Background: an optimization exercise with open tools, aiming at a short achievable clock period and few clock cycles. Do not read the settings as production practice.
In this exercise RTL edits were held to simulation tests only and were not proved equivalent to the original.
Power and IR drop assume default switching activity.

## flow/design.v

```verilog
package dcache_pkg;
    localparam int DEF_LINES = 64;
    localparam int IDX_W     = 6;
    localparam int TAG_W     = 24;
    localparam int WB_DEPTH  = 4;
endpackage
module dcache_line_array #(
    parameter int LINES = 64,
    parameter int IDX_W = 6,
    parameter int TAG_W = 24
) (
    input  logic             clk,
    input  logic             rst,
    input  logic [IDX_W-1:0] i_lk_idx,
    input  logic [TAG_W-1:0] i_lk_tag,
    output logic             o_lk_hit,
    output logic [31:0]      o_lk_data,
    input  logic [LINES-1:0] i_wsel,
    input  logic             i_tw_en,
    input  logic [TAG_W-1:0] i_tw_tag,
    input  logic [3:0]       i_dw_be,
    input  logic [31:0]      i_dw_data
);
    logic [LINES-1:0]  r_vld;
    logic [31:0]       r_data [LINES];
    logic [TAG_W-1:0]  r_tag  [LINES];
    logic [LINES-1:0]  w_lk_sel;
    always_ff @(posedge clk or posedge rst) begin
        if (rst) begin
            r_vld <= '0;
        end else begin
            for (int i = 0; i < LINES; i++) begin
                if (i_tw_en && i_wsel[i]) begin
                    r_vld[i] <= 1'b1;
                end
            end
        end
    end
    always_ff @(posedge clk) begin
        for (int i = 0; i < LINES; i++) begin
            if (i_tw_en && i_wsel[i]) begin
                r_tag[i] <= i_tw_tag;
            end
            for (int b = 0; b < 4; b++) begin
                if (i_dw_be[b] && i_wsel[i]) begin
                    r_data[i][8*b +: 8] <= i_dw_data[8*b +: 8];
                end
            end
        end
    end
    always_comb begin
        o_lk_hit  = 1'b0;
        o_lk_data = '0;
        for (int i = 0; i < LINES; i++) begin
            w_lk_sel[i] = (i_lk_idx == IDX_W'(i));
            o_lk_hit    = o_lk_hit  | (w_lk_sel[i] & r_vld[i] & (r_tag[i] == i_lk_tag));
            o_lk_data   = o_lk_data | ({32{w_lk_sel[i]}} & r_data[i]);
        end
    end
endmodule
module dcache_ctrl (
    input  logic        clk,
    input  logic        reset,
    input  logic [31:0] dcache_addr,
    input  logic [3:0]  dcache_we,
    input  logic        dcache_re,
    input  logic [31:0] dcache_din,
    output logic [31:0] dcache_dout,
    output logic        stall,
    output logic        mem_req_valid,
    input  logic        mem_req_ready,
    output logic        mem_req_rnw,
    output logic [31:0] mem_req_addr,
    output logic [31:0] mem_req_data,
    output logic [3:0]  mem_req_mask,
    input  logic        mem_resp_valid,
    input  logic [31:0] mem_resp_data
);
    localparam int LINES = dcache_pkg::DEF_LINES;
    localparam int IDX_W = dcache_pkg::IDX_W;
    localparam int TAG_W = dcache_pkg::TAG_W;
    localparam int WBD   = dcache_pkg::WB_DEPTH;
    logic             r_rp;            
    logic             r_wait;          
    logic             r_sb;            
    logic             r_valid;         
    logic             r_ld_chk;        
    logic             r_st_chk;        
    logic [IDX_W-1:0] r_idx;           
    logic [LINES-1:0] r_wsel;          
    logic [TAG_W-1:0] r_tag;
    logic [3:0]       r_we;
    logic [31:0]      r_din;
    logic             r_hit;           
    logic [31:0]      r_rd;            
    logic [29:0]      r_wb_addr [WBD];
    logic [31:0]      r_wb_data [WBD];
    logic [3:0]       r_wb_mask [WBD];
    logic [WBD-1:0]   r_occ;
    logic [IDX_W-1:0] w_in_idx;
    logic [TAG_W-1:0] w_in_tag;
    logic             w_lk_hit;
    logic [31:0]      w_lk_data, w_rd_nxt;
    logic             w_is_wr, w_accept, w_miss, w_st_wr, w_idx_eq, w_ld_acc;
    logic             w_rp_nxt, w_wait_nxt, w_pop, w_push, w_rd_take;
    logic [WBD:0]     w_occ_x;         
    logic [WBD-1:0]   w_occ_nxt, w_load_at, w_shift_at;
    logic             w_rd_hold;
    logic [LINES-1:0] w_in_oh;
    logic             w_unused;
    assign w_unused  = &{1'b0, dcache_addr[1:0]};
    assign w_in_idx  = dcache_addr[IDX_W+1:2];
    assign w_in_tag  = dcache_addr[31:IDX_W+2];
    assign w_is_wr   = |dcache_we;
    assign w_miss    = r_ld_chk && !r_hit;
    assign w_st_wr   = r_st_chk && r_hit;
    assign stall     = r_sb || w_miss || (r_wait && !mem_resp_valid);
    assign w_accept  = !stall && (w_is_wr || dcache_re);
    assign w_push    = w_accept && w_is_wr;
    assign w_ld_acc  = w_accept && !w_is_wr;
    assign mem_req_valid = r_valid || w_miss;
    assign mem_req_rnw   = !r_occ[0];
    assign mem_req_addr  = {r_wb_addr[0], 2'b00};
    assign mem_req_data  = r_wb_data[0];
    assign mem_req_mask  = r_wb_mask[0];
    assign w_pop         = r_occ[0] && mem_req_ready;
    assign w_rd_take     = (r_rp || w_miss) && !r_occ[0] && mem_req_ready;
    assign dcache_dout   = r_wait ? mem_resp_data : r_rd;
    dcache_line_array #(
        .LINES (LINES),
        .IDX_W (IDX_W),
        .TAG_W (TAG_W)
    ) u_array (
        .clk       (clk),
        .rst       (reset),
        .i_lk_idx  (w_in_idx),
        .i_lk_tag  (w_in_tag),
        .o_lk_hit  (w_lk_hit),
        .o_lk_data (w_lk_data),
        .i_wsel    (r_wsel),
        .i_tw_en   (r_rp || w_miss),
        .i_tw_tag  (r_tag),
        .i_dw_be   ({4{r_wait}} | ({4{w_st_wr}} & r_we)),
        .i_dw_data (r_wait ? mem_resp_data : r_din)
    );
    assign w_idx_eq = (w_in_idx == r_idx);
    always_comb begin
        for (int b = 0; b < 4; b++) begin
            if (w_idx_eq && r_wait) begin
                w_rd_nxt[8*b +: 8] = mem_resp_data[8*b +: 8];
            end else if (w_idx_eq && w_st_wr && r_we[b]) begin
                w_rd_nxt[8*b +: 8] = r_din[8*b +: 8];
            end else begin
                w_rd_nxt[8*b +: 8] = w_lk_data[8*b +: 8];
            end
        end
    end
    assign w_rp_nxt   = (r_rp || w_miss) && !w_rd_take;
    assign w_wait_nxt = w_rd_take || (r_wait && !mem_resp_valid);
    assign w_occ_x = {1'b0, r_occ};
    always_comb begin
        for (int i = 0; i < WBD; i++) begin
            w_shift_at[i] = w_pop && w_occ_x[i+1];
            w_load_at[i]  = w_pop ? !w_occ_x[i+1] : !w_occ_x[i];
        end
        if (w_push && !w_pop) begin
            w_occ_nxt = {r_occ[WBD-2:0], 1'b1};
        end else if (!w_push && w_pop) begin
            w_occ_nxt = {1'b0, r_occ[WBD-1:1]};
        end else begin
            w_occ_nxt = r_occ;
        end
    end
    assign w_rd_hold = r_rp || w_miss;
    always_ff @(posedge clk or posedge reset) begin
        if (reset) begin
            r_rp     <= 1'b0;
            r_wait   <= 1'b0;
            r_sb     <= 1'b0;
            r_valid  <= 1'b0;
            r_ld_chk <= 1'b0;
            r_st_chk <= 1'b0;
            r_occ    <= '0;
        end else begin
            r_ld_chk <= w_ld_acc;
            r_st_chk <= w_push;
            r_rp     <= w_rp_nxt;
            r_wait   <= w_wait_nxt;
            r_sb     <= w_rp_nxt || (!w_ld_acc && w_occ_nxt[WBD-1]);
            r_valid  <= w_rp_nxt || w_occ_nxt[0];
            r_occ    <= w_occ_nxt;
        end
    end
    always_ff @(posedge clk) begin
        r_hit <= w_lk_hit;
        r_rd  <= w_rd_nxt;
    end
    always_comb begin
        for (int i = 0; i < LINES; i++) begin
            w_in_oh[i] = (w_in_idx == IDX_W'(i));
        end
    end
    always_ff @(posedge clk) begin
        if (!stall) begin
            r_idx  <= w_in_idx;
            r_wsel <= w_in_oh;
            r_tag  <= w_in_tag;
            r_we   <= dcache_we;
            r_din  <= dcache_din;
        end
    end
    always_ff @(posedge clk) begin
        if (w_shift_at[0]) begin
            r_wb_addr[0] <= r_wb_addr[1];
            r_wb_data[0] <= r_wb_data[1];
            r_wb_mask[0] <= r_wb_mask[1];
        end else if (w_rd_hold) begin
            if (w_pop) begin
                r_wb_addr[0] <= {r_tag, r_idx};
            end
        end else if (w_load_at[0]) begin
            r_wb_addr[0] <= dcache_addr[31:2];
            r_wb_data[0] <= dcache_din;
            r_wb_mask[0] <= dcache_we;
        end
        for (int i = 1; i < WBD; i++) begin
            if (w_load_at[i]) begin
                r_wb_addr[i] <= dcache_addr[31:2];
                r_wb_data[i] <= dcache_din;
                r_wb_mask[i] <= dcache_we;
            end else if (w_shift_at[i]) begin
                r_wb_addr[i] <= r_wb_addr[(i + 1) % WBD];
                r_wb_data[i] <= r_wb_data[(i + 1) % WBD];
                r_wb_mask[i] <= r_wb_mask[(i + 1) % WBD];
            end
        end
    end
endmodule
```

## flow/config.mk

```make
export PLATFORM = sky130hd
export DESIGN_NAME = dcache_ctrl
export DESIGN_NICKNAME = dcache_ctrl
export VERILOG_FILES = /design/flow/design.v
export SDC_FILE = /design/flow/constraint.sdc
export NUM_CORES = 4
export LEC_CHECK = 0
export CAP_MARGIN = 20
export CORE_MARGIN = 2
export CORE_UTILIZATION = 55
export SETUP_SLACK_MARGIN = 5
export SLEW_MARGIN = 20
export TNS_END_PERCENT = 100
```

## flow/run.sh

```bash
#!/bin/bash
# synth_recipe.tcl (not shown) runs the flow's synth.tcl, then flattens the netlist and writes it again
# the make line also repeats each setting of config.mk as NAME=value (left out here)
make -C /OpenROAD-flow-scripts/flow DESIGN_CONFIG=/design/flow/config.mk WORK_HOME=/design/flow/orfs CLKGATE_MAP_FILE= SYNTH_SCRIPT=/design/flow/synth_recipe.tcl finish
```

## flow/constraint.sdc

```tcl
create_clock -name core_clock -period 9.0 [get_ports {clk}]
set_input_delay 1.8000 -clock core_clock [delete_from_list [all_inputs] [get_ports {clk}]]
set_output_delay 1.8000 -clock core_clock [all_outputs]
set_load 0.01 [all_outputs]
```

==> flow_summary.ini, run 1 <==
[placement]
hpwl_mm = 360
postPlaceCellArea_sq_um = 169000
gp_congestion = 0.987
dp_slack_ps = 1690
io_buffer_count = 203

[timing]
worst_pin_slew_ps = 1310
rsz0062_at_grt = yes
relSlewSlack_pct = 12.1
hold_violations = 0
totalNegativeSetupSlack_ps = 0
fin_ws_ps = 4650
clock_skew_ps = 66.4
setup_viol = 0
timing.fmax_mhz = 230
fin_crit_sh_pct = 48.3
slew_viol_final = 0
post-route-min-period_ps = 4350

[clocking]
clk_latency_ps = 1030
clock_path_buffers = 4
cts_hold_buf = 0
cts_sinks = 4085
clock-root-buffer = clkbuf_16
cts_tree = yes
cts_max_level = 5
numCtsBuffers = 415
clkTransAtPathRegs_ps = 60

[final_layout]
nets = 10300
syn_to_final_growth_pct = 16.9
drive_gt1_share_pct = 19.7
finish.instance_area_sq_um = 186000
multi_input_area_sq_um = 37300
seq_area_sq_um = 122000
fillers = 20200
utilization_pct = 64.7

[route]
antenna_left = 0
drt_iter0_drc = 17500
vias = 101000
via_per_inst = 6.97
avgRoutedWirePerCell_um = 43.3
dr.pass1.iters = 9
routed_wl_mm = 624
remaining_drc_errors = 0

[synth]
ys_seq_elements = 4085
yosysWarnings = 7
synthesis.instances = 9386
netlist_top_cells_area = edfxtp_1 (75%), xor2_1 (7.0%), a22oi_1 (3.5%), nor4_1 (1.5%), xnor2_1 (1.4%)
async_reset_ff_share_pct = 1.81
ys_types = 76
netlist_area_sq_um = 159000
synthFlopType = edfxtp_1
seq_area_frac_synth_pct = 76.5
ys_top_cells_by_count = edfxtp_1 (3978), xor2_1 (1280), a22oi_1 (738)
synth_top_area_share_pct = 74.9
syn_area_per_cell_sq_um = 17.0
synth_top_area_cell = edfxtp_1
yosysMostFrequentCell = edfxtp_1
synth_edf_count = 3978

[floorplanning]
coreArea_sq_um = 288000
placementRows = 197
initial_core_util_pct = 55.3
design.die.area_sq_um = 294000
ios = 208
die_y_um = 542
fp.dieW_um = 542

[power_and_ir_drop]
peakVddDrop_mv = 0.262
total_power_uw = 51800
p_leak_uw = 0.0619
p_per_area_nw_per_um2 = 278

[critical_path]
worst_path_max_delay_cell = nand4_1
critPathMaxStageDelay_ps = 1000
cp_top_family = simple AND/OR/NAND/NOR gates
cp.required_ps = 9890
cp-start-kind = primary input
path_max_fanout = 13
crit_buf_inv = 3
crit_type = in -> reg
worst_ep_arrival_time_ps = 5230
crit_path_frequent_cell = nand4_1
path_cells = buf_6 -> nand2b_4 -> buf_12 -> nor2_4 -> buf_4 -> a22oi_2 -> nand4_1 -> nor3_4 -> nand4_1 -> a22o_1
critPathCaptureType = register

[job]
cap_violations = 0

[global_routing]
antenna_found_initial = 63
grt_pass1_wl_mm = 819
grt_usage_pct = 41.7
grt_pass1_vias = 93800
grt-ovfl-total = 0
grt_max_degree = 73

[outcome]
outcome = no timing/DRC/antenna violations

[min_path]
hp-class = reg -> reg
## cells by family (layout without fill, tap and decap cells)
| kind of cell | count (synthesis) | in the layout | synth area share, % |
|---|---|---|---|
| AO/OA/AOI/OAI | 1150 | 1150 | 5.44 |
| XOR/XNOR | 1542 | 1542 | 8.47 |
| adder cells (fa/ha/maj) | 2 | 2 | 0.0157 |
| buffers and inverters | 578 | 1738 | 1.65 |
| flip-flops | 4085 | 4085 | 76.5 |
| multiplexers | 196 | 196 | 1.37 |
| other | 1 | 102 | 0.00235 |
| AND/OR/NAND/NOR | 1832 | 1833 | 6.57 |
## timing repair
action,in CTS,in global routing
endpoints found under the setup margin,169,311
pin swaps,78,32
hold endpoints to repair,0,0
gates resized for setup,572,108
cloned,7,7
setup buffers,198,34
## final timing paths
check	end	slack [ps]	startpoint	cells after the start
worst max-delay path	r_rd[24]	4650	dcache_addr[7]	10
worst min-delay path	u_array.r_vld[20]	470	u_array.r_vld[20]	1
worst max register to register	u_array.r_data[30][9]	5040	r_wait	23
worst min register to register	u_array.r_vld[20]	470	u_array.r_vld[20]	1
max in group asynchronous	u_array.r_vld[48]	6520	reset	3
min in group asynchronous	r_occ[3]	1260	reset	2
## layer usage
layer	GRT usage, %	vias up	share of wire [%]
met3	11.6	2156	12
met1	52.7	51800	35
met4	28.0	26	7.9
met5	0.427	-	0.051
li1	-	38300	-
met2	63.2	8352	45
## sequential cells by signal (all words and copies together), names as in the netlist, 16 cells and up
| name | flops |
|---|---|
| r_wsel | 64 |
| r_wb_addr | 120 |
| r_wb_mask | 16 |
| r_din | 32 |
| u_array.r_tag | 1536 |
| r_rd | 32 |
| u_array.r_data | 2048 |
| u_array.r_vld | 64 |
| r_wb_data | 128 |
| r_tag | 24 |
## through the flow
stage,hold slack [ps],cells
2_1_floorplan,439,9387
3_3_place_gp,450,13300
6_report,467,14400
5_1_grt,471,14300
4_1_cts,468,14300
3_5_place_dp,452,13300
## placed cells by master (no fill, tap or decap), types with 23 or more instances in the layout
| cell | Yosys | final |
|---|---|---|
| o21ai_4 | 0 | 43 |
| clkdlybuf4s50_1 | 0 | 106 |
| a22o_1 | 103 | 103 |
| clkbuf_8 | 0 | 23 |
| nor2_1 | 118 | 52 |
| nand4_1 | 274 | 274 |
| and2_1 | 67 | 36 |
| a21oi_1 | 31 | 30 |
| dfrtp_1 | 74 | 73 |
| or2_2 | 68 | 66 |
| and3_1 | 87 | 87 |
| inv_1 | 60 | 57 |
| nor2b_1 | 263 | 134 |
| nor2b_2 | 0 | 122 |
| clkinv_2 | 0 | 86 |
| diode_2 | 0 | 100 |
| xor2_1 | 1280 | 1280 |
| a22oi_1 | 738 | 729 |
| mux2_2 | 176 | 176 |
| clkbuf_1 | 199 | 95 |
| a31oi_1 | 35 | 31 |
| xnor2_1 | 262 | 262 |
| nor2_4 | 0 | 66 |
| clkbuf_16 | 0 | 426 |
| nand2_1 | 255 | 206 |
| buf_12 | 0 | 50 |
| clkinv_1 | 0 | 81 |
| buf_6 | 11 | 98 |
| and2_2 | 0 | 30 |
| nor4_1 | 372 | 349 |
| buf_4 | 14 | 594 |
| nand2_2 | 0 | 29 |
| dfxtp_1 | 33 | 33 |
| nand3_1 | 138 | 135 |
| bufinv_16 | 0 | 36 |
| a221oi_1 | 61 | 61 |
| nor3_1 | 99 | 90 |
| edfxtp_1 | 3978 | 3978 |
## power breakdown
| group | switching, uW | total (uW) | internal, uW |
|---|---|---|---|
| Sequential | 1530 | 26500 | 25000 |
| Clock | 7430 | 17200 | 9790 |
| Combinational | 5910 | 8030 | 2110 |
| Total | 14900 | 51800 | 36900 |
## layout make-up
type	instances	share of cell area (%)
inverter	60	0.122
multi-input combinational	4725	20.0
clock inverter	237	1.20
sequential	4085	65.4
timing repair buffer	905	4.57
antenna	100	0.134
tap	3781	2.54
clock buffer	536	5.99
## worst register-to-register path, cell delays in order (launching register included)
cell and delay [ps]:
dfrtp_4 470, buf_12 180, clkbuf_16 270, nand2_4 90, buf_4 140, buf_4 130
buf_4 130, buf_4 130, buf_4 120, buf_4 120, buf_4 120, buf_4 120
buf_4 120, buf_4 120, buf_4 130, buf_4 120, buf_4 130, buf_4 120
buf_4 120, buf_4 130, buf_4 120, buf_4 120, nand2_2 70, buf_8 360
Testbench counts, summed over its fixed seeds: cycles 136,215.
==> run 2, diff against run 1 <==
--- a/flow/design.v
+++ b/flow/design.v
@@ -88,6 +88,9 @@
     logic             r_st_chk;        
     logic [IDX_W-1:0] r_idx;           
     logic [LINES-1:0] r_wsel;          
+    logic [IDX_W-1:0] r_midx;          
+    logic [LINES-1:0] r_mwsel;         
+    logic [3:0]       r_wait_q;        
     logic [TAG_W-1:0] r_tag;
     logic [3:0]       r_we;
     logic [31:0]      r_din;
@@ -125,7 +128,11 @@
     assign mem_req_mask  = r_wb_mask[0];
     assign w_pop         = r_occ[0] && mem_req_ready;
     assign w_rd_take     = (r_rp || w_miss) && !r_occ[0] && mem_req_ready;
-    assign dcache_dout   = r_wait ? mem_resp_data : r_rd;
+    always_comb begin
+        for (int b = 0; b < 4; b++) begin
+            dcache_dout[8*b +: 8] = r_wait_q[b] ? mem_resp_data[8*b +: 8] : r_rd[8*b +: 8];
+        end
+    end
     dcache_line_array #(
         .LINES (LINES),
         .IDX_W (IDX_W),
@@ -137,7 +144,7 @@
         .i_lk_tag  (w_in_tag),
         .o_lk_hit  (w_lk_hit),
         .o_lk_data (w_lk_data),
-        .i_wsel    (r_wsel),
+        .i_wsel    (r_wait ? r_mwsel : r_wsel),
         .i_tw_en   (r_rp || w_miss),
         .i_tw_tag  (r_tag),
         .i_dw_be   ({4{r_wait}} | ({4{w_st_wr}} & r_we)),
@@ -146,7 +153,7 @@
     assign w_idx_eq = (w_in_idx == r_idx);
     always_comb begin
         for (int b = 0; b < 4; b++) begin
-            if (w_idx_eq && r_wait) begin
+            if ((w_in_idx == r_midx) && r_wait) begin
                 w_rd_nxt[8*b +: 8] = mem_resp_data[8*b +: 8];
             end else if (w_idx_eq && w_st_wr && r_we[b]) begin
                 w_rd_nxt[8*b +: 8] = r_din[8*b +: 8];
@@ -176,6 +183,7 @@
         if (reset) begin
             r_rp     <= 1'b0;
             r_wait   <= 1'b0;
+            r_wait_q <= '0;
             r_sb     <= 1'b0;
             r_valid  <= 1'b0;
             r_ld_chk <= 1'b0;
@@ -186,6 +194,9 @@
             r_st_chk <= w_push;
             r_rp     <= w_rp_nxt;
             r_wait   <= w_wait_nxt;
+            for (int b = 0; b < 4; b++) begin
+                r_wait_q[b] <= w_rd_take || (r_wait_q[b] && !mem_resp_valid);
+            end
             r_sb     <= w_rp_nxt || (!w_ld_acc && w_occ_nxt[WBD-1]);
             r_valid  <= w_rp_nxt || w_occ_nxt[0];
             r_occ    <= w_occ_nxt;
@@ -201,7 +212,13 @@
         end
     end
     always_ff @(posedge clk) begin
-        if (!stall) begin
+        if (w_miss) begin
+            r_midx  <= r_idx;
+            r_mwsel <= r_wsel;
+        end
+    end
+    always_ff @(posedge clk) begin
+        if (!(r_sb || w_miss)) begin
             r_idx  <= w_in_idx;
             r_wsel <= w_in_oh;
             r_tag  <= w_in_tag;
==> flow/flow/run.sh (new file) <==
#!/bin/bash
# The standard layout, with timing repair aiming further below the clock period than
# config.mk's SETUP_SLACK_MARGIN may (the clock period and constraints are unchanged).
set -o pipefail
bash standard.sh SETUP_SLACK_MARGIN=6 finish > standard_flow.log 2>&1
==> flow/standard.sh (new file) <==
#!/bin/bash
# synth_recipe.tcl (not shown) runs the flow's synth.tcl, then flattens the netlist and writes it again
# the make line also repeats each setting of config.mk as NAME=value (left out here)
make -C /OpenROAD-flow-scripts/flow DESIGN_CONFIG=/design/flow/config.mk WORK_HOME=/design/flow/orfs CLKGATE_MAP_FILE= SYNTH_SCRIPT=/design/flow/synth_recipe.tcl "${@:-finish}"
--- a/flow/config.mk
+++ b/flow/config.mk
@@ -7,7 +7,7 @@
 export LEC_CHECK = 0
 export CAP_MARGIN = 20
 export CORE_MARGIN = 2
-export CORE_UTILIZATION = 55
+export CORE_UTILIZATION = 45
 export SETUP_SLACK_MARGIN = 5
 export SLEW_MARGIN = 20
-export TNS_END_PERCENT = 100
+export TNS_END_PERCENT = 30
removed: flow/run.sh
==> run 2 against run 1 <==
Critical path depth decreased by 1; synthesized cell count increased by 0.37%; final cell count increased by 7.5%; worst hold slack worse by 14 ps; wire length up 0.88%; clock-buffer cell count did not move; setup slack improved by 55 ps; clock power about the same; via count rose by 1.2%; design area rose by 3.6%; core utilization decreased by 11 points; largest power group unchanged.
==> flow_summary.ini, run 2 <==
[outcome]
outcome = no timing/DRC/antenna violations

[route]
vias = 102000
dr.pass1.iters = 8
routed_wl_mm = 630
drt_iter0_drc = 18600
remaining_drc_errors = 0
via_per_inst = 6.56
antenna_left = 0
avgRoutedWirePerCell_um = 40.6

[critical_path]
ff2ff_setup_slack_ps = 5720
worst-r2r-cell-count = 4
cp-start-kind = primary input
crit_type = in -> reg
cp.required_ps = 9790
reg2reg_to = u_array.r_data[4][14]
path_max_fanout = 37
critPathCaptureType = register
worst_ep_arrival_time_ps = 5080
r2r-start = r_wait

[clocking]
cts_max_level = 5
cts_hold_buf = 0
clkTransAtPathRegs_ps = 60
cts_sinks = 4159
clock_path_buffers = 4
clk_latency_ps = 990
cts_tree = yes
numCtsBuffers = 411
clock-root-buffer = clkbuf_16

[final_layout]
drive_gt1_share_pct = 23.1
nets = 10500
fillers = 27800
final_cell_mix = edfxtp_1 (4048), xor2_1 (1286), a22oi_1 (722), buf_4 (592), clkbuf_16 (421)
syn_to_final_growth_pct = 19.5
layout_commonest_cell = edfxtp_1
reg.largest.list = u_array.r_data (2048), u_array.r_tag (1536), r_wb_data (128)
utilization_pct = 53.9
top_register = u_array.r_data
seq_area_sq_um = 124000
largest_reg_flops = 2048
multi_input_area_sq_um = 39100

[placement]
hpwl_mm = 353
gp_congestion = 0.966
io_buffer_count = 203

[synth]
yosysWarnings = 7
netlist_area_sq_um = 162000
synth_edf_count = 4048
yosysMostFrequentCell = edfxtp_1
synthesis.instances = 9421
ys_seq_elements = 4159
async_reset_ff_share_pct = 1.88
synthFlopType = edfxtp_1
syn_area_per_cell_sq_um = 17.1
seq_area_frac_synth_pct = 76.9
netlist_top_cells_area = edfxtp_1 (75%), xor2_1 (7.0%), a22oi_1 (3.6%), mux2_2 (1.7%), nor4_1 (1.4%)
ys_types = 66
synth_top_area_share_pct = 75.2
ys_top_cells_by_count = edfxtp_1 (4048), xor2_1 (1286), a22oi_1 (780)
synth_top_area_cell = edfxtp_1

[global_routing]
grt_pass1_wl_mm = 827
grt_usage_pct = 33.6
grt-ovfl-total = 0
antenna_found_initial = 48
grt_pass1_vias = 95000
grt_max_degree = 91

[power_and_ir_drop]
pwr-share-clk_pct = 33.1
combPwrFrac_pct = 16.7
p_leak_uw = 0.0640
pwr-share-seq_pct = 50.2
switchingPower_uw = 14800
p_per_area_nw_per_um2 = 267
p_sw_share_pct = 28.6
peakVddDrop_mv = 0.216
p_int_uw = 36800

[min_path]
whs_path_depth = 0
min-delay-start = r_wsel[30]
hp-class = reg -> reg
hold_path_end = r_mwsel[30]

[timing]
post-route-min-period_ps = 4290
hold_violations = 0
rsz0062_at_grt = yes
worst_pin_slew_ps = 1430
setup_viol = 0
slew_viol_final = 0
fin_crit_sh_pct = 47.7
clock_skew_ps = 68.4
relSlewSlack_pct = 3.85
whs_ps = 453
timing.fmax_mhz = 233
totalNegativeSetupSlack_ps = 0

[floorplanning]
design.die.area_sq_um = 364000
coreArea_sq_um = 358000
die_y_um = 603
placementRows = 220
initial_core_util_pct = 45.1
fp.dieW_um = 603
ios = 208

[job]
cap_violations = 0
## run 2: changes by cell type after synthesis, sizes merged, moves of 50 or more
cell,previous run,this run
nor2,120,472
nor2b,263,8
nand2,255,148
mux2i,20,116
edfxtp,3978,4048
o21ai,75,12
and2,67,5
mux2,176,237
inv,60,10
## run 2: critical path: stages
cell and delay, ps:
buf_6 540, buf_12 440, xor2_1 200, nor4_1 80, nand4_1 100, nor3_1 110, nor4_4 470, nand4_1 500
or4_1 650
## run 2: per-stage QoR
stage          total power, uW  cell area, sq um  worst slack, ps  cells
3_5_place_dp             34100            172000             2650  14300
3_3_place_gp             33800            172000             2680  14300
6_report                 51600            193000             4710  15500
5_1_grt                  52500            193000             4810  15500
2_1_floorplan            29500            162000             4130   9422
4_1_cts                  51100            192000             4830  15400
## run 2: metal layers
layer / routed length (um) / share of wire [%] / vias up / global-route usage [%]
met5: 1020 / 0.16 / - / 0.766
met4: 49300 / 7.8 / 45 / 21.3
met3: 87000 / 14 / 2258 / 11.2
met2: 274000 / 43 / 8760 / 49.9
met1: 218000 / 35 / 52100 / 42.4
li1: - / - / 38700 / -
## run 2: cell families after synthesis
logic type      Yosys count  synth area share, %
flops                  4159                 76.9
simple gates           1761                 5.82
xor+xnor               1548                 8.39
compound gates         1073                 5.06
buf+inv                 524                 1.47
mux                     353                 2.37
fa+ha+maj                 2               0.0155
other cells               1              0.00232
## run 2: worst max-delay path by stage
stage                                 start              end  slack (ps)  cells past startpoint
final                       dcache_addr[21]            r_hit        4710                      9
after global routing      mem_resp_data[23]  dcache_dout[23]        4810                      3
after CTS                 mem_resp_data[22]  dcache_dout[22]        4830                      3
after detailed placement     dcache_addr[5]            r_hit        2650                      9
after global placement       dcache_addr[5]          r_rd[5]        2680                     10
after floorplan                    r_ld_chk            stall        4130                      3
## run 2: area by class of cell
cell class / instances / share of cell area, %
flip-flops and latches: 4159 / 64.3
multi-input cells: 4744 / 20.2
clock buffers: 536 / 5.80
repair buffers: 1041 / 5.50
well taps: 4773 / 3.09
clock inverters: 214 / 0.981
diodes: 33 / 0.0428
inverters: 10 / 0.0227
## run 2: power groups by stage
stage	logic [uW]	registers [uW]	clock network, uW
after floorplan	3240	26300	0
after global placement	7630	26200	0
after detailed placement	7790	26300	0
after CTS	8200	25900	17000
after global routing	8690	26000	17800
final	8640	25900	17100
## run 2: timing repair
action,CTS,global route
gates cloned,18,3
resized for setup,1303,125
pin swaps,213,113
setup buffers,306,58
endpoints found under the setup margin,4114,594
Testbench counts of run 2, summed over its fixed seeds: cycles 136,215.

## afterwards: timing with drivers on the ports
No port has a modelled driver above. Below, the same layouts with a new extraction and two added sets of constraints.
Step 1: set_driving_cell puts a clkbuf_16 on clk and a buf_2 on each other input, an assumption about the parent block.
Step 2 also shifts input and output timing later by t, the mid clock arrival at the registers, as if the neighbouring blocks saw the same clock.
Three values: ideal ports, drivers, drivers and shift; two values: the first two.
| run | t (ns) | slack for setup (ns) | worst register clock-pin slew, ns |
|---|---|---|---|
| run 1 | 1.109 | 4.654 / 4.697 / 3.588 | 0.07 / 0.07 |
| run 2 | 1.054 | 4.709 / 4.749 / 3.695 | 0.07 / 0.07 |
After both steps setup and hold are still met in every run listed. For run 1, which loses most, drivers alone change the setup slack by +0.043 ns; drivers and shift together by -1.066 ns.
